What follows belongs to an exercise in optimizing a design on an open flow for small area and a short achievable clock period; a production flow would make more cautious choices. Function was checked by simulation only, so behaviour that the tests miss may differ from the original. Power is estimated from default activity; no workload was simulated.

// ex_unit
module ex_unit (
    input  logic        clk,
    input  logic        reset_i,
    input  logic        issue_valid_i,
    input  logic [31:0] issue_pc_i,
    input  logic [31:0] issue_inst_i,
    input  logic [31:0] issue_rs1_i,
    input  logic [31:0] issue_rs2_i,
    output logic        wb_we_o,
    output logic [4:0]  wb_rd_o,
    output logic [31:0] wb_data_o,
    output logic        jump_flag_o,
    output logic [31:0] jump_addr_o
);
Size: ~1200 cells after synthesis, roughly 190 flip-flops, roughly 200 I/O pins, ~11000 µm² of cells after synthesis.
clock: 5.0 ns
lec_check: 0
cap_margin: 20
core_margin: 2
core_utilization: 40
setup_slack_margin: 2.2
slew_margin: 20
standard.sh (not shown) runs the stock make flow with config.mk's settings and CLKGATE_MAP_FILE= SYNTH_SCRIPT=/design/flow/synth_recipe.tcl, a recipe that flattens the netlist after the stock synthesis.
==> flow/flow/run.sh <==
#!/bin/bash
# Standard ORFS layout; only the port buffers differ: small buffers instead of
# the resizer's default pick.
set -euo pipefail
export BUFFER_PORTS_ARGS="-buffer_cell sky130_fd_sc_hd__buf_2"
bash standard.sh > standard.log 2>&1
The starting point completed without violations.
Then changed:
SETUP_SLACK_MARGIN = unset   (was 2.2)
=> The changed run completed without violations. Count of clock-buffer cells in the layout is unchanged. Worst setup slack is worse by 610 ps. Synthesized cell count stays the same. Routed wire length is lower by a few percent. Hold slack hardly moves. Maximum frequency is lower by about a fifth. Flip-flop and latch count is unchanged. Power is lower slightly.
Then changed:
==> flow/run.sh (new file) <==
#!/bin/bash
# synth_recipe.tcl (not shown) runs the flow's synth.tcl, then flattens the netlist and writes it again
# the make line also repeats each setting of config.mk as NAME=value (left out here)
make -C /OpenROAD-flow-scripts/flow DESIGN_CONFIG=/design/flow/config.mk WORK_HOME=/design/flow/orfs CLKGATE_MAP_FILE= SYNTH_SCRIPT=/design/flow/synth_recipe.tcl finish
removed: flow/flow/run.sh
removed: flow/standard.sh
Result: Cell area climbs by about 8%. Area after synthesis does not change. Clock skew is about the same. Critical path depth drops by 4. Die area stays the same. Total power barely changes. Synthesized cell count is unchanged. First-iteration DRC count climbs by 8.1%. Final cell count hardly moves. Via count is about the same. Clock-buffer cell count climbs by 1.
Then changed:
==> flow/flow/run.sh (new file) <==
#!/bin/bash
# Standard ORFS layout; only the port buffers differ: small buffers instead of
# the resizer's default pick.
set -euo pipefail
export BUFFER_PORTS_ARGS="-buffer_cell sky130_fd_sc_hd__buf_2"
bash standard.sh > standard.log 2>&1
==> flow/standard.sh (new file) <==
#!/bin/bash
# synth_recipe.tcl (not shown) runs the flow's synth.tcl, then flattens the netlist and writes it again
# the make line also repeats each setting of config.mk as NAME=value (left out here)
make -C /OpenROAD-flow-scripts/flow DESIGN_CONFIG=/design/flow/config.mk WORK_HOME=/design/flow/orfs CLKGATE_MAP_FILE= SYNTH_SCRIPT=/design/flow/synth_recipe.tcl "${@:-finish}"
SETUP_SLACK_MARGIN = 2.8   (was unset)
removed: flow/run.sh
After rerunning: The new run ran to the end with no violations. Sequential cell count does not change. Wire length grows by about 16%. Final cell count grows by about 7%. Clock-buffer cell count shrinks by 1. Cell area grows by 18%. Via count grows by 9.8%. Hold slack stays flat. Sequential share of layout area shrinks by 3.8 points. Utilization grows by 9.0 points.
Then changed:
CORE_UTILIZATION = 60   (was 40)
SETUP_SLACK_MARGIN = 2.2   (was 2.8)
What happened:
- fmax is lower by 2.6%
- clock-buffer cell count rose by 1
- synthesized cell count does not change
- combinational power came out lower by 26%
- sequential power hardly moves
- non-clock buffer count falls by 97
- register-to-register slack is worse by 70 ps

* * *

ex_unit, a different RTL version from the one above (not shown whole).
For scale: ~190 flip-flops, roughly 11000 sq um of cells after synthesis.
==> flow/config.mk <==
export PLATFORM = sky130hd
export DESIGN_NAME = ex_unit
export DESIGN_NICKNAME = ex_unit
export VERILOG_FILES = /design/flow/design.v
export SDC_FILE = /design/flow/constraint.sdc
export NUM_CORES = 4
export LEC_CHECK = 0
export CAP_MARGIN = 20
export CORE_MARGIN = 2
export CORE_UTILIZATION = 40
export CTS_BUF_LIST = sky130_fd_sc_hd__clkbuf_4 sky130_fd_sc_hd__clkbuf_8
export SETUP_SLACK_MARGIN = 2.45
export SLEW_MARGIN = 20
==> flow/constraint.sdc <==
create_clock -name core_clock -period 5.0 [get_ports {clk}]
set_input_delay 1.0000 -clock core_clock [delete_from_list [all_inputs] [get_ports {clk}]]
set_output_delay 1.0000 -clock core_clock [all_outputs]
set_load 0.01 [all_outputs]
==> flow/flow/run.sh <==
#!/bin/bash
# Standard ORFS layout; only the port buffers differ: small buffers instead of
# the resizer's default pick.
set -euo pipefail
export BUFFER_PORTS_ARGS="-buffer_cell sky130_fd_sc_hd__buf_2"
bash standard.sh > standard.log 2>&1
Change:
--- a/flow/config.mk
+++ b/flow/config.mk
@@ -10,4 +10,3 @@
 export CORE_UTILIZATION = 40
-export CTS_BUF_LIST = sky130_fd_sc_hd__clkbuf_4 sky130_fd_sc_hd__clkbuf_8
-export SETUP_SLACK_MARGIN = 2.45
+export SETUP_SLACK_MARGIN = 2.2
 export SLEW_MARGIN = 20
Result: Worst hold slack degrades by 0.016 ns. Power is higher by about 12%. Die area does not change. Sequential power stays flat.

* * *

old:
Starting RTL as in the previous note.
Settings: LEC_CHECK=0, CAP_MARGIN=20, CORE_MARGIN=2, CORE_UTILIZATION=40, CTS_BUF_LIST=sky130_fd_sc_hd__clkbuf_8, SETUP_SLACK_MARGIN=2.6, SLEW_MARGIN=20; clock period 5.0 ns.
==> flow/flow/run.sh <==
#!/bin/bash
# Standard ORFS layout; only the port buffers differ: small buffers instead of
# the resizer's default pick.
set -euo pipefail
export BUFFER_PORTS_ARGS="-buffer_cell sky130_fd_sc_hd__buf_1"
bash standard.sh > standard.log 2>&1
Edits applied to the flow inputs when going from old to new:
Settings: CORE_UTILIZATION: 40 -> 55; SETUP_SLACK_MARGIN: 2.6 -> 2.45.
==> comparison <==
Delta (new minus old): number of nets in the finished design went down; worst-case setup margin in the final layout went down; total power of the final layout went down; area growth from synthesis to final layout went down.
new vs old, critical path startpoint: u_top.u_decode.y_o[4] vs u_top.u_decode.x_o[14]
Re core utilization of the finished layout: old was lower than new.
Total number of vias delta for new relative to old: 323 lower
Diff old -> new | global router's overall resource usage | increase of 5.4 points

==> static timing again, ports no longer ideal <==
Ports are ideal in the flow. The routed layouts listed here were re-timed in OpenROAD.
Step 1 (the two cells are an assumption about what drives the block):
set clk [get_ports {clk}]
set_driving_cell -lib_cell sky130_fd_sc_hd__clkbuf_16 $clk
set_driving_cell -lib_cell sky130_fd_sc_hd__buf_2 [delete_from_list [all_inputs] $clk]
Step 2 adds t to the input delays and takes it off the output delays; t is the mean of the earliest and latest rising clock arrival at the registers after step 1. Input paths then give back, and output paths get back, about the clock's delay inside the block.
Slacks: no drivers / after step 1 / after step 2; pairs: no drivers / after step 1.
run | shift t [ns] | setup slack, ns | hold slack, ns | worst setup path after step 2
the first run of note 1 | 0.497 | 2.246 / 2.246 / 1.811 | 0.443 / 0.443 / 0.443 | input to register
the second run of note 1 | 0.492 | 1.635 / 1.635 / 1.498 | 0.441 / 0.441 / 0.441 | input to register
the third run of note 1 | 0.482 | 1.604 / 1.632 / 1.150 | 0.440 / 0.440 / 0.440 | input to register
the fourth run of note 1 | 0.496 | 2.219 / 2.219 / 2.101 | 0.443 / 0.443 / 0.443 | input to register
the fifth run of note 1 | 0.489 | 2.145 / 2.145 / 1.742 | 0.437 / 0.437 / 0.437 | input to register
the first run of note 2 | 0.519 | 2.444 / 2.444 / 1.994 | 0.450 / 0.450 / 0.450 | input to register
the second run of note 2 | 0.492 | 2.300 / 2.300 / 1.835 | 0.433 / 0.433 / 0.433 | input to register
old | 0.534 | 2.479 / 2.479 / 2.094 | 0.459 / 0.459 / 0.459 | input to register
new | 0.513 | 2.343 / 2.343 / 1.984 | 0.449 / 0.449 / 0.449 | input to register
After both steps every run listed still meets setup and hold. The setup slack of the second run of note 2, which loses most, moves by 0.000 ns with the drivers and by -0.465 ns with both steps.
